What follows belongs to an exercise in optimizing a design on an open flow for small area; a production flow would make more cautious choices. The RTL was checked by simulation tests, not by an equivalence proof against the original design. Power is estimated from default activity; no workload was simulated.

Design usb_bridge_top, start of the top module:
module usb_bridge_top #(
  parameter int CLKS_PER_BIT  = 520,                
  parameter int FIFO_DEPTH    = 16,
  parameter int MAX_PKT_BYTES = 8
) (
  input  logic                                PHY_CLKOUT,
  input  logic                                RESET_IN,
  input  logic                                usb_rx_valid_i,
  input  logic [7:0]                          usb_rx_data_i,
  input  logic [3:0]                          usb_rx_endpt_i,
  input  logic                                usb_rx_last_i,
  output logic                                usb_rx_ready_o,
  output logic                                usb_tx_valid_o,
  output logic [7:0]                          usb_tx_data_o,
  output logic [3:0]                          usb_tx_endpt_o,
  output logic                                usb_tx_last_o,
  input  logic                                usb_tx_pop_i,
  output logic [2:0]                          usb_uart_txd_o,
  input  logic [2:0]                          usb_uart_rxd_i,
  output logic [9:0]                          usb_parallel_o
);
Size: about 48 I/O pins.
clock: 10.0 ns
lec_check: 0
abc_area: 1
cap_margin: 20
core_margin: 2
core_utilization: 40
slew_margin: 20
standard.sh (not shown) runs the stock make flow with config.mk's settings and CLKGATE_MAP_FILE= SYNTH_SCRIPT=/design/flow/synth_recipe.tcl, a recipe that flattens the netlist after the stock synthesis.
==> flow/flow/run.sh <==
#!/bin/bash
# Standard ORFS layout, with three changes: an area-oriented ABC mapping script for the
# combinational logic (flip-flop mapping is untouched), buf_1 as the port buffer, and
# clock tree synthesis arguments from flow/cts_args.txt (small clock buffers, no dummy loads).
set -euo pipefail
work=$PWD
cp -r "$FLOW_HOME/scripts" "$work/myscripts"
cp "$work/flow/abc_area.script" "$work/myscripts/abc_area.script"
export BUFFER_PORTS_ARGS="-buffer_cell sky130_fd_sc_hd__buf_1"
export CTS_ARGS="$(cat "$work/flow/cts_args.txt")"
bash standard.sh SCRIPTS_DIR="$work/myscripts" ABC_AREA=1 finish > "$work/standard.log" 2>&1
==> flow/flow/abc_area.script <==
strash
&get -n
&fraig -x
&put
dc2
strash
&get -n
&dch -f
&nf -R 1000
&put
==> flow/flow/cts_args.txt <==
-sink_clustering_enable -repair_clock_nets -sink_clustering_size 20 -sink_clustering_max_diameter 50 -buf_list {sky130_fd_sc_hd__clkbuf_4 sky130_fd_sc_hd__clkbuf_8} -dont_use_dummy_load
The first run passed the timing, design-rule and antenna checks.
Edit:
==> flow/flow/run.sh (replaced) <==
#!/bin/bash
# Standard ORFS layout (standard.sh), with these changes:
#  - synthesis: no adder extraction (ADDER_MAP_FILE empty) and an area-oriented ABC
#    script (flow/abc_area.script) for the combinational logic; flip-flop mapping,
#    flattening and renaming are the standard ones, so the registers are the same;
#  - port buffers are buf_1;
#  - clock tree synthesis arguments from flow/cts_args.txt (small clock buffers,
#    no dummy loads).
# Each tool's output stays in orfs/logs/; make's own output goes to standard.log.
set -euo pipefail
work=$PWD
cp -r "$FLOW_HOME/scripts" "$work/myscripts"
cp "$work/flow/abc_area.script" "$work/myscripts/abc_area.script"
export BUFFER_PORTS_ARGS="-buffer_cell sky130_fd_sc_hd__buf_1"
export CTS_ARGS="$(cat "$work/flow/cts_args.txt")"
bash standard.sh SCRIPTS_DIR="$work/myscripts" ABC_AREA=1 ADDER_MAP_FILE= finish > "$work/standard.log" 2>&1
==> flow/flow/abc_area.script (replaced) <==
strash
&get -n
&fraig -x
&put
dc2
strash
&get -n
&dch -f
&nf -R 1000
&put
strash
&get -n
&dch -f
&nf -R 1000
&put
==> flow/flow/cts_args.txt (replaced) <==
-sink_clustering_enable -repair_clock_nets -sink_clustering_size 16 -sink_clustering_max_diameter 80 -buf_list {sky130_fd_sc_hd__clkbuf_4 sky130_fd_sc_hd__clkbuf_8} -dont_use_dummy_load
After rerunning:
- routed wire length goes down slightly
- clock-buffer cell count came out lower by 21
- die area fell slightly
- clock skew drops by 74 ps
- cell area drops by a few percent
- combinational power goes up by about a fifth
Edit:
==> flow/flow/run.sh (replaced) <==
#!/bin/bash
# Standard ORFS layout, with three changes: an area-oriented ABC mapping script for the
# combinational logic (flip-flop mapping is untouched), buf_1 as the port buffer, and
# clock tree synthesis arguments from flow/cts_args.txt (small clock buffers, no dummy loads).
set -euo pipefail
work=$PWD
cp -r "$FLOW_HOME/scripts" "$work/myscripts"
cp "$work/flow/abc_area.script" "$work/myscripts/abc_area.script"
export BUFFER_PORTS_ARGS="-buffer_cell sky130_fd_sc_hd__buf_1"
export CTS_ARGS="$(cat "$work/flow/cts_args.txt")"
bash standard.sh SCRIPTS_DIR="$work/myscripts" ABC_AREA=1 finish > "$work/standard.log" 2>&1
==> flow/flow/abc_area.script (replaced) <==
strash
&get -n
&fraig -x
&put
dc2
strash
&get -n
&dch -f
&nf -R 1000
&put
Effect: The new run went through all stages and came out clean. Die area went up by 1.3%. Synthesized area is higher by 1.3%. Setup slack gets worse by 230 ps. Core utilization came out higher by 0.31 points. Synthesized cell count goes up by 1.5%. Hold slack improves by 15 ps.
Edit:
==> flow/flow/run.sh (replaced) <==
#!/bin/bash
# Standard ORFS layout (standard.sh), with these changes:
#  - synthesis: no adder extraction (ADDER_MAP_FILE empty) and an area-oriented ABC
#    script (flow/abc_area.script) for the combinational logic; flip-flop mapping,
#    flattening and renaming are the standard ones, so the registers are the same;
#  - port buffers are buf_1;
#  - clock tree synthesis arguments from flow/cts_args.txt (small clock buffers,
#    no dummy loads).
# Each tool's output stays in orfs/logs/; make's own output goes to standard.log.
set -euo pipefail
work=$PWD
cp -r "$FLOW_HOME/scripts" "$work/myscripts"
cp "$work/flow/abc_area.script" "$work/myscripts/abc_area.script"
export BUFFER_PORTS_ARGS="-buffer_cell sky130_fd_sc_hd__buf_1"
export CTS_ARGS="$(cat "$work/flow/cts_args.txt")"
bash standard.sh SCRIPTS_DIR="$work/myscripts" ABC_AREA=1 ADDER_MAP_FILE= finish > "$work/standard.log" 2>&1
==> flow/flow/abc_area.script (replaced) <==
strash
&get -n
&fraig -x
&put
dc2
strash
&get -n
&dch -f
&nf -R 1000
&put
strash
&get -n
&dch -f
&nf -R 1000
&put
==> flow/flow/cts_args.txt (replaced) <==
-sink_clustering_enable -repair_clock_nets -sink_clustering_size 10 -sink_clustering_max_diameter 50 -buf_list {sky130_fd_sc_hd__clkbuf_4} -dont_use_dummy_load
=> Core utilization goes down by 0.47 points. Register-to-register slack gains 210 ps. Fmax barely changes.
Edit:
==> flow/flow/run.sh (replaced) <==
#!/bin/bash
# Standard ORFS layout, with three changes: an area-oriented ABC mapping script for the
# combinational logic (flip-flop mapping is untouched), buf_1 as the port buffer, and
# clock tree synthesis arguments from flow/cts_args.txt (small clock buffers, no dummy loads).
set -euo pipefail
work=$PWD
cp -r "$FLOW_HOME/scripts" "$work/myscripts"
cp "$work/flow/abc_area.script" "$work/myscripts/abc_area.script"
export BUFFER_PORTS_ARGS="-buffer_cell sky130_fd_sc_hd__buf_1"
export CTS_ARGS="$(cat "$work/flow/cts_args.txt")"
bash standard.sh SCRIPTS_DIR="$work/myscripts" ABC_AREA=1 finish > "$work/standard.log" 2>&1
==> flow/flow/abc_area.script (replaced) <==
strash
&get -n
&fraig -x
&put
dc2
strash
&get -n
&dch -f
&nf -R 1000
&put
==> flow/flow/cts_args.txt (replaced) <==
-sink_clustering_enable -repair_clock_nets -sink_clustering_size 12 -sink_clustering_max_diameter 80 -buf_list {sky130_fd_sc_hd__clkbuf_4 sky130_fd_sc_hd__clkbuf_8} -dont_use_dummy_load
Sequential power hardly moves.
Critical path depth does not change.
Non-clock buffer count shrinks by 2.
Setup slack gains 32 ps.
Global-route usage shrinks by 0.40 points.
Edit:
==> flow/flow/run.sh (replaced) <==
#!/bin/bash
# Standard ORFS layout (standard.sh), with these changes:
#  - synthesis: no adder extraction (ADDER_MAP_FILE empty) and an area-oriented ABC
#    script (flow/abc_area.script) for the combinational logic; flip-flop mapping,
#    flattening and renaming are the standard ones, so the registers are the same;
#  - port buffers are buf_1;
#  - clock tree synthesis arguments from flow/cts_args.txt (small clock buffers,
#    no dummy loads).
# Each tool's output stays in orfs/logs/; make's own output goes to standard.log.
set -euo pipefail
work=$PWD
cp -r "$FLOW_HOME/scripts" "$work/myscripts"
cp "$work/flow/abc_area.script" "$work/myscripts/abc_area.script"
export BUFFER_PORTS_ARGS="-buffer_cell sky130_fd_sc_hd__buf_1"
export CTS_ARGS="$(cat "$work/flow/cts_args.txt")"
bash standard.sh SCRIPTS_DIR="$work/myscripts" ABC_AREA=1 ADDER_MAP_FILE= finish > "$work/standard.log" 2>&1
==> flow/flow/abc_area.script (replaced) <==
strash
&get -n
&fraig -x
&put
dc2
strash
&get -n
&dch -f
&nf -R 1000
&put
strash
&get -n
&dch -f
&nf -R 1000
&put
==> flow/flow/cts_args.txt (replaced) <==
-sink_clustering_enable -repair_clock_nets -sink_clustering_size 16 -sink_clustering_max_diameter 80 -buf_list {sky130_fd_sc_hd__clkbuf_4 sky130_fd_sc_hd__clkbuf_8} -dont_use_dummy_load
--- a/flow/config.mk
+++ b/flow/config.mk
@@ -11,2 +11,4 @@
 export CORE_UTILIZATION = 40
+export GPL_ROUTABILITY_DRIVEN = 0
+export GPL_TIMING_DRIVEN = 0
 export SLEW_MARGIN = 20
The changed run finished with timing, DRC and antenna clean.
Maximum frequency is lower by 2.4%.
Wire length is lower by 3.4%.
Synthesized cell count is lower by 1.5%.
Global-route usage is lower by 0.22 points.
Total power is lower by 2.6%.
Via count is lower by 2.1%.

## static timing again, ports no longer ideal
The results above use ideal ports. As a check the final layouts listed here were re-extracted and re-timed, cells and wires unchanged. Step 1, drivers: a clkbuf_16 drives PHY_CLKOUT and a buf_2 each remaining input, both assumed. Step 2 moves the port delays by t, midway between the first and last clock arrival at a register: inputs arrive t later, outputs are due t later. That takes back most of the time a late clock gives input paths. Slacks: no drivers / after step 1 / after step 2; pairs: no drivers / after step 1.
| run | t, ns | slack for setup (ns) | latest minus earliest clock arrival (ns) | worst slew at a driven data input, ns |
|---|---|---|---|---|
| the first run | 0.755 | 4.047 / 3.989 / 4.724 | 0.172 / 0.172 | 0.10 |
| the second run | 0.726 | 4.228 / 4.168 / 4.894 | 0.104 / 0.104 | 0.06 |
| the third run | 0.708 | 4.001 / 3.942 / 4.650 | 0.106 / 0.106 | 0.10 |
| the fourth run | 0.964 | 4.003 / 3.942 / 4.906 | 0.186 / 0.186 | 0.06 |
| the fifth run | 0.726 | 4.035 / 3.974 / 4.700 | 0.129 / 0.129 | 0.10 |
| the sixth run | 0.701 | 3.887 / 3.829 / 4.530 | 0.128 / 0.128 | 0.09 |
After both steps every run listed still meets setup and hold.
